Source: an optimization exercise on an open RTL-to-GDS flow (aim: a short achievable clock period and few clock cycles per item). Production flows keep margins and buffers that such runs may drop. Function was checked by simulation only, so behaviour that the tests miss may differ from the original. Power and IR drop assume default switching activity.

### design/flow/config.mk
export PLATFORM = sky130hd
export DESIGN_NAME = core_seq_v4
export DESIGN_NICKNAME = core_seq_v4
export VERILOG_FILES = /design/flow/design.v
export SDC_FILE = /design/flow/constraint.sdc
export NUM_CORES = 4
export LEC_CHECK = 0
export CAP_MARGIN = 35
export CORE_MARGIN = 2
export CORE_UTILIZATION = 45
export PLACE_DENSITY = 0.6
export SETUP_SLACK_MARGIN = 3.5
export SLEW_MARGIN = 35
export TNS_END_PERCENT = 100
### design/flow/constraint.sdc
create_clock -name core_clock -period 7.0 [get_ports {clk}]
set_input_delay 1.4000 -clock core_clock [delete_from_list [all_inputs] [get_ports {clk}]]
set_output_delay 1.4000 -clock core_clock [all_outputs]
set_load 0.01 [all_outputs]
### design/flow/design.v
package core_v4_pkg;
  typedef enum logic [3:0] {
    ALU_ADD  = 4'b0000,
    ALU_SLL  = 4'b0001,
    ALU_SLT  = 4'b0010,
    ALU_SLTU = 4'b0011,
    ALU_XOR  = 4'b0100,
    ALU_SRL  = 4'b0101,
    ALU_OR   = 4'b0110,
    ALU_AND  = 4'b0111,
    ALU_SUB  = 4'b1000,
    ALU_SRA  = 4'b1101
  } alu_op_t;
  typedef logic [2:0] fsm_state_t;
  localparam fsm_state_t S_IDLE   = 3'd0;
  localparam fsm_state_t S_FETCH  = 3'd1;
  localparam fsm_state_t S_DECODE = 3'd2;
  localparam fsm_state_t S_EXEC   = 3'd3;
  localparam fsm_state_t S_WB     = 3'd4;
  localparam fsm_state_t S_HALT   = 3'd5;
  localparam logic [6:0] OPC_OP    = 7'h33;
  localparam logic [6:0] OPC_OPIMM = 7'h13;
  localparam logic [6:0] F7_BASE   = 7'h00;
  localparam logic [6:0] F7_ALT    = 7'h20;
  localparam logic [2:0] F3_ADD    = 3'b000;
  localparam logic [2:0] F3_SLL    = 3'b001;
  localparam logic [2:0] F3_SR     = 3'b101;
  localparam int ALU_SEL_ADD  = 0;
  localparam int ALU_SEL_SUB  = 1;
  localparam int ALU_SEL_SLL  = 2;
  localparam int ALU_SEL_SLT  = 3;
  localparam int ALU_SEL_SLTU = 4;
  localparam int ALU_SEL_XOR  = 5;
  localparam int ALU_SEL_SR   = 6;
  localparam int ALU_SEL_OR   = 7;
  localparam int ALU_SEL_AND  = 8;
  localparam logic [31:0] ECALL_WORD = 32'h0000_0073;
endpackage
import core_v4_pkg::*;
module ks_add_v4
#(
  parameter int W   = 32,
  parameter bit CIN = 1'b0
) (
  input  logic [W-1:0] a_i,
  input  logic [W-1:0] b_i,
  output logic [W-1:0] s_o,
  output logic         c_o
);
  localparam int L = $clog2(W);
  logic [W-1:0] p0;
  logic [W-1:0] g [L+1];
  logic [W-1:0] p [L+1];
  assign p0   = a_i ^ b_i;
  assign p[0] = p0;
  always_comb begin
    g[0] = a_i & b_i;
    if (CIN) g[0][0] = a_i[0] | b_i[0];
  end
  for (genvar l = 0; l < L; l++) begin : g_lvl
    localparam int D = 1 << l;
    for (genvar i = 0; i < W; i++) begin : g_bit
      if (i >= D) begin : g_op
        assign g[l+1][i] = g[l][i] | (p[l][i] & g[l][i-D]);
        assign p[l+1][i] = p[l][i] & p[l][i-D];
      end else begin : g_pass
        assign g[l+1][i] = g[l][i];
        assign p[l+1][i] = p[l][i];
      end
    end
  end
  assign s_o = p0 ^ {g[L][W-2:0], CIN};
  assign c_o = g[L][W-1];
endmodule
module alu_v4
#(
  parameter int XLEN = 32
) (
  input  logic [XLEN-1:0] a_i,
  input  logic [XLEN-1:0] b_i,
  input  logic [8:0]      sel_i,    
  input  logic            sra_i,    
  output logic [XLEN-1:0] sum_o,
  output logic [XLEN-1:0] dif_o,
  output logic [XLEN-1:0] y_oth_o
);
  localparam int SW = $clog2(XLEN);
  logic [SW-1:0]   sh;
  logic [XLEN-1:0] sum, dif, sll, srl;
  logic            sum_c, dif_c;
  logic            lt_s;
  logic            lt_u;
  ks_add_v4 #(.W(XLEN), .CIN(1'b0)) u_add (
    .a_i (a_i), .b_i (b_i), .s_o (sum), .c_o (sum_c)
  );
  ks_add_v4 #(.W(XLEN), .CIN(1'b1)) u_sub (
    .a_i (a_i), .b_i (~b_i), .s_o (dif), .c_o (dif_c)
  );
  assign sh   = b_i[SW-1:0];
  assign lt_u = !dif_c;
  assign lt_s = (a_i[XLEN-1] ^ b_i[XLEN-1]) ? a_i[XLEN-1] : dif[XLEN-1];
  assign sll  = a_i << sh;
  assign srl  = $unsigned($signed({sra_i & a_i[XLEN-1], a_i}) >>> sh);
  assign sum_o = sum;
  assign dif_o = dif;
  assign y_oth_o = ({XLEN{sel_i[ALU_SEL_SLL]}}  & sll)
             | ({XLEN{sel_i[ALU_SEL_SLT]}}  & {{(XLEN-1){1'b0}}, lt_s})
             | ({XLEN{sel_i[ALU_SEL_SLTU]}} & {{(XLEN-1){1'b0}}, lt_u})
             | ({XLEN{sel_i[ALU_SEL_XOR]}}  & (a_i ^ b_i))
             | ({XLEN{sel_i[ALU_SEL_SR]}}   & srl)
             | ({XLEN{sel_i[ALU_SEL_OR]}}   & (a_i | b_i))
             | ({XLEN{sel_i[ALU_SEL_AND]}}  & (a_i & b_i));
endmodule
import core_v4_pkg::*;
module core_seq_v4
#(
  parameter int XLEN       = 32,
  parameter int IMEM_DEPTH = 64,
  parameter int CNT_W      = 32
) (
  input  logic                          clk,
  input  logic                          reset_n,
  input  logic                          store_en,
  input  logic [$clog2(IMEM_DEPTH)-1:0] store_address,
  input  logic [31:0]                   store_data,
  input  logic                          start,
  output logic                          busy,
  output logic                          halted,
  output logic                          illegal,
  output logic [3:0]                    opcode,
  output logic [XLEN-1:0]               alu_data_out,
  output logic                          wb_valid,
  output logic [4:0]                    wb_rd,
  output logic [CNT_W-1:0]              retired_cnt,
  input  logic [4:0]                    dbg_rd_addr,
  output logic [XLEN-1:0]               dbg_rd_data
);
  localparam int AW = $clog2(IMEM_DEPTH);
  logic [26:0]     imem [IMEM_DEPTH];    
  logic [XLEN-1:0] regs_q [32];
  logic [XLEN-1:0] dregs_q [32];
  logic [XLEN-1:0] dres_q;
  logic [31:1]     dwe_q;
  logic [XLEN-1:0] dl1 [8];           
  logic [XLEN-1:0] dl2 [2];           
  logic            busy_q, busy_d;
  logic            halted_q, halted_d;
  logic            ill_q, ill_d;
  logic [AW:0]     cnt_q, cnt_d;
  logic            wbv_q, wbv_d;
  logic            irok_q, irok_d;    
  logic [AW:0]     pc_q, pc_d;        
  logic [26:0]     rw_q, rw_d;
  logic            rend_q, rend_d;    
  logic            xend_q, xend_d;    
  logic            xlegal_q;
  logic            xecall_q;
  logic [4:0]      xrd_q;
  logic [3:0]      xop_q;
  logic [8:0]      xsel_q;
  logic            xsra_q;
  logic [XLEN-1:0] op1_q, op2_q;
  logic [XLEN-1:0] res_q;
  logic [4:0]      rd_q;
  logic [3:0]      op_q;
  localparam int PW = 27;
  logic [6:0]      s_op;
  logic [2:0]      s_f3;
  logic [6:0]      s_f7;
  logic            s_is_op;
  logic            s_op_legal;
  logic            s_imm_legal;
  logic            s_legal;
  logic [PW-1:0]   s_pw;
  assign s_op    = store_data[6:0];
  assign s_f3    = store_data[14:12];
  assign s_f7    = store_data[31:25];
  assign s_is_op = s_op == OPC_OP;
  assign s_op_legal = s_is_op &&
    ((s_f7 == F7_BASE) ||
     ((s_f7 == F7_ALT) && ((s_f3 == F3_ADD) || (s_f3 == F3_SR))));
  assign s_imm_legal = (s_op == OPC_OPIMM) &&
    ((s_f3 == F3_SLL) ? (s_f7 == 7'h00) :
     (s_f3 == F3_SR)  ? ((s_f7 == 7'h00) || (s_f7 == 7'h20)) :
     1'b1);
  assign s_legal = s_op_legal || s_imm_legal;
  assign s_pw    = {s_legal, s_legal ? s_is_op : (store_data == ECALL_WORD),
                    store_data[31:7]};
  logic [PW-1:0]   sw;                
  logic [2:0]      f3;
  logic            is_op;
  logic [4:0]      rs1, rs2;
  logic            alt;
  logic [8:0]      sel;
  logic [XLEN-1:0] rs1_val, rs2_val;
  assign f3    = sw[14-7:12-7];
  assign rs1   = sw[19-7:15-7];
  assign rs2   = sw[24-7:20-7];
  assign is_op = sw[25];
  assign alt   = (is_op || (f3 == F3_SR)) & sw[30-7];
  always_comb begin
    sel = '0;
    case (f3)
      3'd0: sel[alt ? ALU_SEL_SUB : ALU_SEL_ADD] = 1'b1;
      3'd1: sel[ALU_SEL_SLL]  = 1'b1;
      3'd2: sel[ALU_SEL_SLT]  = 1'b1;
      3'd3: sel[ALU_SEL_SLTU] = 1'b1;
      3'd4: sel[ALU_SEL_XOR]  = 1'b1;
      3'd5: sel[ALU_SEL_SR]   = 1'b1;
      3'd6: sel[ALU_SEL_OR]   = 1'b1;
      default: sel[ALU_SEL_AND] = 1'b1;
    endcase
  end
  assign rs1_val = (rs1 == 5'd0) ? '0 :
                   (wbv_q && (rd_q == rs1)) ? res_q : regs_q[rs1];
  assign rs2_val = (rs2 == 5'd0) ? '0 :
                   (wbv_q && (rd_q == rs2)) ? res_q : regs_q[rs2];
  logic [XLEN-1:0] alu_y;
  logic [XLEN-1:0] alu_sum, alu_dif, alu_oth;
  logic [XLEN-1:0] src2;              
  logic [XLEN-1:0] op1_d, op2_d, res_d;
  logic            f1, f2;
  logic            xstop, exec;
  alu_v4 #(.XLEN(XLEN)) u_alu (
    .a_i  (op1_q),
    .b_i  (op2_q),
    .sel_i(xsel_q),
    .sra_i(xsra_q),
    .sum_o   (alu_sum),
    .dif_o   (alu_dif),
    .y_oth_o (alu_oth)
  );
  assign alu_y = ({XLEN{xsel_q[ALU_SEL_ADD]}} & alu_sum)
               | ({XLEN{xsel_q[ALU_SEL_SUB]}} & alu_dif)
               | alu_oth;
  assign xstop = xend_q || !xlegal_q;
  assign f1    = exec && (xrd_q != 5'd0) && (rs1 == xrd_q);
  assign f2    = exec && (xrd_q != 5'd0) && (rs2 == xrd_q) && is_op;
  logic st0, st1, st2, go;
  logic [PW-1:0] w0, w1, w2;
  assign st0 = store_en && (store_address == AW'(0));
  assign st1 = store_en && (store_address == AW'(1));
  assign st2 = store_en && (store_address == AW'(2));
  assign w0  = (st0 && !busy_q) ? s_pw : imem[0];
  assign w1  = (st1 && !busy_q) ? s_pw : imem[1];
  assign w2  = (st2 && !busy_q) ? s_pw : imem[2];
  assign go  = !busy_q && start && irok_q && !st0;
  always_comb begin
    busy_d   = busy_q;
    halted_d = halted_q;
    ill_d    = ill_q;
    cnt_d    = cnt_q;
    wbv_d    = 1'b0;
    irok_d   = irok_q;
    pc_d     = pc_q;
    rw_d     = rw_q;
    rend_d   = rend_q;
    xend_d   = 1'b0;
    sw       = w0;
    exec     = 1'b0;
    if (busy_q) begin
      if (xstop) begin
        busy_d   = 1'b0;
        halted_d = 1'b1;
        ill_d    = xend_q ? ill_q : !xecall_q;
        irok_d   = 1'b1;
      end else begin
        exec   = 1'b1;
        wbv_d  = 1'b1;
        cnt_d  = cnt_q + 1'b1;
        sw     = rw_q;
        xend_d = rend_q;
        rw_d   = imem[pc_q[AW-1:0]];
        rend_d = pc_q[AW];
        pc_d   = pc_q + 1'b1;
      end
    end else begin
      irok_d = 1'b1;
      if (start) begin
        busy_d   = 1'b1;
        halted_d = 1'b0;
        ill_d    = 1'b0;
        cnt_d    = '0;
        rend_d   = 1'b0;
        if (go) begin
          if (xlegal_q) begin
            exec  = 1'b1;
            wbv_d = 1'b1;
            cnt_d = (AW+1)'(1);
            sw    = w1;
            rw_d  = w2;
            pc_d  = (AW+1)'(3);
          end else begin
            ill_d  = !xecall_q;
            xend_d = 1'b1;
          end
        end else begin
          rw_d = w1;
          pc_d = (AW+1)'(2);
        end
      end
    end
  end
  assign src2  = is_op ? rs2_val : {{(XLEN-12){sw[31-7]}}, sw[31-7:20-7]};
  assign op1_d = ({XLEN{f1 && xsel_q[ALU_SEL_ADD]}} & alu_sum)
               | ({XLEN{f1 && xsel_q[ALU_SEL_SUB]}} & alu_dif)
               | (f1 ? alu_oth : rs1_val);
  assign op2_d = ({XLEN{f2 && xsel_q[ALU_SEL_ADD]}} & alu_sum)
               | ({XLEN{f2 && xsel_q[ALU_SEL_SUB]}} & alu_dif)
               | (f2 ? alu_oth : src2);
  assign res_d = ({XLEN{exec && xsel_q[ALU_SEL_ADD]}} & alu_sum)
               | ({XLEN{exec && xsel_q[ALU_SEL_SUB]}} & alu_dif)
               | (exec ? alu_oth : '0);
  always_ff @(posedge clk or negedge reset_n) begin
    if (!reset_n) begin
      busy_q   <= 1'b0;
      halted_q <= 1'b0;
      ill_q    <= 1'b0;
      cnt_q    <= '0;
      wbv_q    <= 1'b0;
      irok_q   <= 1'b0;
      pc_q     <= '0;
      rend_q   <= 1'b0;
      xend_q   <= 1'b0;
    end else begin
      busy_q   <= busy_d;
      halted_q <= halted_d;
      ill_q    <= ill_d;
      cnt_q    <= cnt_d;
      wbv_q    <= wbv_d;
      irok_q   <= irok_d;
      pc_q     <= pc_d;
      rend_q   <= rend_d;
      xend_q   <= xend_d;
    end
  end
  always_ff @(posedge clk) begin
    rw_q     <= rw_d;
    xlegal_q <= sw[26];
    xecall_q <= sw[25];
    xrd_q    <= sw[11-7:7-7];
    xop_q    <= {alt, f3};
    xsel_q   <= sel;
    xsra_q   <= alt;
    op1_q    <= op1_d;
    op2_q    <= op2_d;
    res_q    <= res_d;
    rd_q     <= xrd_q;
    op_q     <= xop_q;
  end
  always_ff @(posedge clk or negedge reset_n) begin
    if (!reset_n) begin
      for (int i = 0; i < 32; i++) regs_q[i] <= '0;
    end else if (wbv_q && (rd_q != 5'd0)) begin
      regs_q[rd_q] <= res_q;
    end
  end
  always_ff @(posedge clk) begin
    dres_q <= alu_y;
  end
  always_ff @(posedge clk or negedge reset_n) begin
    if (!reset_n) begin
      dwe_q <= '0;
    end else begin
      for (int i = 1; i < 32; i++) dwe_q[i] <= exec && (xrd_q == 5'(i));
    end
  end
  always_ff @(posedge clk or negedge reset_n) begin
    if (!reset_n) begin
      for (int i = 0; i < 32; i++) dregs_q[i] <= '0;
    end else begin
      for (int i = 1; i < 32; i++) if (dwe_q[i]) dregs_q[i] <= dres_q;
    end
  end
  always_ff @(posedge clk) begin
    if (store_en && !busy_q) imem[store_address] <= s_pw;
  end
  assign busy         = busy_q;
  assign halted       = halted_q;
  assign illegal      = ill_q;
  assign opcode       = op_q;
  assign alu_data_out = res_q;
  assign wb_valid     = wbv_q;
  assign wb_rd        = rd_q;
  assign retired_cnt  = CNT_W'(cnt_q);
  always_comb begin
    for (int i = 0; i < 8; i++) dl1[i] = dregs_q[4*i + int'(dbg_rd_addr[1:0])];
    if (dbg_rd_addr[1:0] == 2'd0) dl1[0] = '0;
    for (int i = 0; i < 2; i++) dl2[i] = dl1[4*i + int'(dbg_rd_addr[3:2])];
  end
  assign dbg_rd_data  = dl2[dbg_rd_addr[4]];
endmodule
### design/flow/run.sh
#!/bin/bash
# synth_recipe.tcl (not shown) runs the flow's synth.tcl, then flattens the netlist and writes it again
# the make line also repeats each setting of config.mk as NAME=value (left out here)
make -C /OpenROAD-flow-scripts/flow DESIGN_CONFIG=/design/flow/config.mk WORK_HOME=/design/flow/orfs CLKGATE_MAP_FILE= SYNTH_SCRIPT=/design/flow/synth_recipe.tcl finish
==> flow_summary.ini, run 1 <==
[pwr]
peakVddDrop_v = 0.000301
power.density_nw_per_um2 = 416
power_uw = 91200
p_leak_uw = 0.0884

[timing]
fmax_ghz = 0.202
slew_viol_final = 0
rsz0062_at_grt = yes
final_hold_viol_count = 0
finalCritPeriodShare = 0.708
setup_violations = 0
slew-limit-headroom = 0.273
post-route-worst-setup-slack_ps = 2040
setup_tns_ps = 0
skew_ps = 104
min_period_ps = 4960
tightest_slew_ps = 1090

[routing]
wl_met3_mm = 96.9
ant_nets = 0
drt_wl_total_mm = 798
route.met2.wl_mm = 339
avgRoutedWirePerCell_um = 44.1
via_per_inst = 6.98
wl_met1_mm = 307
firstDrtPassIters = 10
drc = 0
vias = 126000
drt_iter0_markers = 19200
highest_layer = met5

[setup_path]
startpoint_type = input port
end_kind = output port
path_class = in -> out
crit_fanout = 5
arrival_ps = 3560
cp.required_ps = 5600

[cts]
cts_max_path_buffers = 4
clk_pin_slew_ps = 60
insertion_delay_ps = 1070
cts_tree = built
cts_made_buffers = 420
htreeDepth = 5
cts_root_buf = clkbuf_16
cts.sinks = 3948

[floorplan]
die_h_um = 633
rows = 231
die_w_um = 633
dieArea_um2 = 401000
num_io_pins = 156
core_area_um2 = 395000
start_util = 0.451

[yosys]
synth_seq_cells = 3948
ys_seq_area_frac = 0.599
synth_largest_area_cell = edfxtp_1
syn_area_per_cell_um2 = 15.6
yosysMostFrequentCell = mux2_2
synth.top_cells.by_area = edfxtp_1, dfrtp_1, mux2_2, mux4_2, dfxtp_1
synth_top_area_frac = 0.296
synth_cells = 11500
synth.distinct_cells = 113
synth_commonest_cells = mux2_2, dfrtp_1, edfxtp_1, mux4_2, clkbuf_1
yosys_warnings = 331
synth_edf_count = 1755
synth_area_um2 = 178000
ys.flop_type = dfrtp_1
ys_async_sr_fraction = 0.516

[final_layout]
drive_gt1_frac = 0.466
fin_nets = 12600
final-instance-count-excl-fill = 18100
synthToLayoutAreaGrowth_pct = 23.2
design_area_um2 = 220000

[worst_hold_path]
hold_path_class = in -> async

[grt]
grt_pass1_wl_mm = 1070
grt_pass1_vias = 123000
grt-ovfl-total = 0
grt_max_degree = 182
grtUsageTotal = 0.391
antenna_found_initial = 73

[placed_design]
dp_cells = 16400
port_buffers = 130
dp_slack_ps = 258
hpwl_mm = 466
place_congestion = 0.999
place_area_um2 = 189000

[job]
maxCapViolations = 0

[outcome]
status = finished clean
[power by group]
part | internal [µW] | switching [µW]
clock network | 13100 | 9810
logic | 15500 | 20600
registers | 28100 | 4190
[path summary, 6_finish.rpt]
path	startpoint	to	slack, ps	cells past startpoint
worst max-delay path	dbg_rd_addr[0]	dbg_rd_data[3]	2040	9
worst min-delay path	reset_n	dregs_q[6][11]	280	1
worst min register to register	xop_q[0]	op_q[0]	330	0
max in group asynchronous	reset_n	dregs_q[10][31]	4510	4
worst max register to register	op2_q[1]	dres_q[31]	2220	20
min in group core_clock	xop_q[0]	op_q[0]	330	0
[registers in the layout, summed over array words and instances, names as in the netlist, 5 cells and up]
| signal | flops |
|---|---|
| cnt_q | 7 |
| dregs_q | 992 |
| dres_q | 32 |
| dwe_q | 31 |
| imem | 1728 |
| op1_q | 32 |
| op2_q | 32 |
| pc_q | 7 |
| rd_q | 5 |
| regs_q | 992 |
| res_q | 32 |
| rw_q | 27 |
| xrd_q | 5 |
| xsel_q | 9 |
[metal layers]
layer  global-route usage  vias to the layer above
met4                0.209                       46
met1                0.517                    67200
met2                0.563                     9083
li1                     -                    47400
met3                0.139                     2688
met5              0.00857                        -
[critical path, cell delays in order]
cell,delay [ps]
buf_16,110
buf_16,170
buf_12,140
buf_12,110
buf_16,120
mux4_2,490
mux4_2,520
mux2_4,330
buf_6,140
[through the flow]
stage / hold WS, ps / util
global route: 268 / 0.555
floorplan: 310 / -
global placement: 317 / 0.478
CTS: 333 / 0.545
detailed placement: 316 / 0.479
finish: 276 / 0.556
[area by class of cell]
cell class / count / area [µm²]
clock inverters: 209 / 2260
inverters: 129 / 514
diodes: 64 / 160
clock buffers: 582 / 11900
multi-input cells: 6369 / 71600
fillers: 31000 / 176000
repair buffers: 1563 / 19500
well taps: 5242 / 6560
flip-flops and latches: 3948 / 107000
[placed cells by master (no fill, tap or decap), types with 42 or more instances in the layout]
master	instances
buf_8	43
mux4_2	901
nand4_1	143
ha_1	71
inv_1	108
buf_6	240
clkbuf_1	96
a22oi_2	42
a22o_1	259
buf_12	258
clkbuf_16	441
nor3_1	58
dfrtp_1	1995
nand3_1	131
buf_4	781
clkinv_2	81
a222oi_1	64
xnor2_1	43
bufbuf_16	46
dfxtp_1	65
mux2_2	2032
nor2_4	83
a221oi_2	76
buf_16	92
edfxtp_1	1755
clkinv_1	43
diode_2	64
a21oi_1	175
a221oi_1	184
mux2i_1	104
nor2_1	298
clkbuf_8	60
a22oi_1	282
o21ai_0	124
nand2_1	307
dfxtp_2	59
nor4_4	53
[cell families (layout without fill, tap and decap cells)]
logic type | count (synthesis) | after routing | share of synthesized area
muxes | 3077 | 3077 | 0.251
xor gates and xnor gates | 50 | 50 | 0.00246
and+or+nand+nor | 1396 | 1399 | 0.0395
AOI/OAI and AO/OA | 1715 | 1716 | 0.0741
adders and majority gates | 102 | 102 | 0.00729
DFF | 3948 | 3948 | 0.599
other | 1 | 89 | 0.0000210
buffers and inverters | 1170 | 2483 | 0.0268
[timing repair]
action / 4_1_cts / 5_1_grt
hold endpoints to repair: 0 / 0
buffers inserted: 484 / 220
cloned: 94 / 12
gates resized for setup: 1256 / 358
endpoints found under the setup margin: 858 / 212
pin swaps: 271 / 214
hold buffers: 0 / 0
Testbench counts, summed over its fixed seeds: cycles 23,498, instructions 22,285.
==> run 2: changes to the inputs <==
--- a/design/flow/config.mk
+++ b/design/flow/config.mk
@@ -8,7 +8,7 @@
 export CAP_MARGIN = 35
 export CORE_MARGIN = 2
-export CORE_UTILIZATION = 45
-export PLACE_DENSITY = 0.6
-export SETUP_SLACK_MARGIN = 3.5
+export CORE_UTILIZATION = 52
+export PLACE_DENSITY = 0.68
+export SETUP_SLACK_MARGIN = 3.0
 export SLEW_MARGIN = 35
 export TNS_END_PERCENT = 100
==> run 2 against run 1 <==
Highest routed layer unchanged. Count of clock-buffer cells in the layout shrank 18. Combinational power shrank 6.7%. Wire length shrank 4.0%. Global-route usage grew 3.8 points. Largest cell class unchanged. Maximum frequency grew 0.14%. Clock skew shrank 3.4 ps. Utilization grew 7.9 points.
==> flow_summary.ini, run 2 <==
[cts]
cts_max_path_buffers = 4
cts.sinks = 3948
hold_buffers = 0
insertion_delay_ps = 1020
cts_root_buf = clkbuf_16
htreeDepth = 5
cts_tree = built
clk_pin_slew_ps = 60
cts_made_buffers = 408

[worst_hold_path]
hold_path_class = in -> async

[final_layout]
most-common-layout-cells = mux2_2, dfrtp_1, edfxtp_1
multiInputGateArea_um2 = 71200
final_common_cell = mux2_2
seq_area_um2 = 107000
reg_top3 = imem (1728), dregs_q (992), regs_q (992)
nFillCells = 24300
largest_reg_flops = 1728
top_register = imem
fin_nets = 12500
drive_gt1_frac = 0.452
design_area_um2 = 216000
synthToLayoutAreaGrowth_pct = 21.2
finalCoreUtilization = 0.634

[pwr]
power.density_nw_per_um2 = 407
peakVddDrop_v = 0.000284
power_uw = 87800
p_leak_uw = 0.0873

[floorplan]
rows = 214
start_util = 0.523
dieArea_um2 = 347000
num_io_pins = 156
die_h_um = 589
core_area_um2 = 341000
die_w_um = 589

[setup_path]
reg2reg_to = op2_q[31]
startpoint_type = input port
slowest_stage = mux4_2
arrival_ps = 3550
r2r_cells = 19
path_class = in -> out
crit_chain = buf_16, buf_8, buf_12, buf_12, buf_16, buf_12, mux4_2, mux4_2, mux2_4, buf_6
cp.required_ps = 5600
r2r-start = op2_q[1]
critPathMaxStageDelay_ps = 520
crit_fanout = 5
reg2reg_slack_ps = 2320
end_kind = output port
path_common_cell = buf_12

[routing]
via_per_inst = 7.31
drc = 0
firstDrtPassIters = 13
avgRoutedWirePerCell_um = 44.3
ant_nets = 0
drt_wl_total_mm = 767
drt_iter0_markers = 19100
vias = 126000

[yosys]
synth_edf_count = 1755
syn_area_per_cell_um2 = 15.6
synth_seq_cells = 3948
ys.flop_type = dfrtp_1
synth_commonest_cells = mux2_2, dfrtp_1, edfxtp_1, mux4_2, clkbuf_1
synth_cells = 11500
synth.top_cells.by_area = edfxtp_1, dfrtp_1, mux2_2, mux4_2, dfxtp_1
synth_largest_area_cell = edfxtp_1
synth_area_um2 = 178000
yosys_warnings = 331
synth.distinct_cells = 113
yosysMostFrequentCell = mux2_2
synth_top_area_frac = 0.296
ys_seq_area_frac = 0.599
ys_async_sr_fraction = 0.516

[timing]
tightest_slew_ps = 1130
slew_viol_final = 0
final_hold_viol_count = 0
fmax_ghz = 0.202
skew_ps = 100
finalCritPeriodShare = 0.707
min_period_ps = 4950
setup_violations = 0
slew-limit-headroom = 0.237
rsz0062_at_grt = yes

[placed_design]
port_buffers = 130
place_area_um2 = 189000
hpwl_mm = 446
place_congestion = 1.01

[grt]
antenna_found_initial = 56
grt_pass1_vias = 122000
grt_pass1_wl_mm = 1020
grt-ovfl-total = 0
grtUsageTotal = 0.429
grt_max_degree = 181

[job]
maxCapViolations = 0

[outcome]
status = finished clean
-- run 2: cell counts after synthesis --
Identical to the previous run, type by type.
-- run 2: critical path: cells and delay by family --
family / cells / cell delay, ps
mux: 3 / 1220
buf+inv: 7 / 910
-- run 2: cell type report --
cell class,instances,area share
inverter,129,0.00227
clock buffer,564,0.0532
sequential,3948,0.495
timing repair buffer,1497,0.0834
antenna,75,0.000869
clock inverter,194,0.00941
tap,4536,0.0263
multi-input combinational,6367,0.329
-- run 2: layer usage --
metal	vias up	track usage	wire length, µm
met5	-	0.00506	801
met4	48	0.241	55700
met3	2911	0.150	104000
met2	10100	0.614	323000
met1	66300	0.571	283000
li1	47200	-	-
-- run 2: repair_timing --
action | 4_1_cts | 5_1_grt
gates resized for setup | 717 | 524
gates cloned | 55 | 19
endpoints found under the setup margin | 183 | 118
buffers inserted | 395 | 279
pin swaps | 174 | 296
-- run 2: stage by stage --
stage	hold slack, ps	setup TNS (ps)	instances	worst slack, ps
2_1_floorplan	310	0	11500	2500
3_3_place_gp	317	-270	15700	-270
3_5_place_dp	319	0	15700	60.6
4_1_cts	338	0	16900	2040
5_1_grt	241	0	17200	2040
6_report	247	0	17300	2050
-- run 2: power by group --
group	leakage (µW)	internal, µW	switching [µW]
Sequential	0.0454	28000	4130
Clock	0.00662	12500	9580
Combinational	0.0353	14000	19500
Total	0.0873	54600	33200
-- run 2: cell families after synthesis --
kind of cell,count (synthesis),synth area share
DFF,3948,0.599
muxes,3077,0.251
AOI/OAI and AO/OA,1715,0.0741
and+or+nand+nor,1396,0.0395
buffers and inverters,1170,0.0268
adders and majority gates,102,0.00729
xor gates and xnor gates,50,0.00246
other,1,0.0000210
-- run 2: worst max path at each step --
stage	startpoint	endpoint	slack (ps)	depth (start not counted)
2_1_floorplan	store_data[25]	op2_q[30]	2500	12
3_3_place_gp	store_address[2]	op2_q[7]	-270	13
3_5_place_dp	store_address[2]	op2_q[8]	60	12
4_1_cts	dbg_rd_addr[0]	dbg_rd_data[6]	2040	10
5_1_grt	dbg_rd_addr[0]	dbg_rd_data[6]	2040	10
6_report	dbg_rd_addr[0]	dbg_rd_data[6]	2050	10

what the ideal ports hide:
In the flow no input, the clock included, has a driving cell. The finished layouts below were timed again as built, in two steps. Step 1 (the two cells are an assumption about what drives the block):
set clk [get_ports {clk}]
set_driving_cell -lib_cell sky130_fd_sc_hd__clkbuf_16 $clk
set_driving_cell -lib_cell sky130_fd_sc_hd__buf_2 [delete_from_list [all_inputs] $clk]
Step 2 also shifts input and output timing later by t, the mid clock arrival at the registers, as if the neighbouring blocks saw the same clock. Slacks: ideal / step 1 / step 2; pairs: ideal / step 1.
| run | t (ns) | setup WS [ns] | worst register clock-pin slew, ns |
|---|---|---|---|
| run 1 | 1.130 | 2.044 / 1.723 / 1.644 | 0.07 / 0.07 |
| run 2 | 1.083 | 2.051 / 1.776 / 1.433 | 0.07 / 0.07 |
After both steps setup and hold are still met in every run listed. For run 2, which loses most, drivers alone change the setup slack by -0.275 ns; drivers and shift together by -0.618 ns.
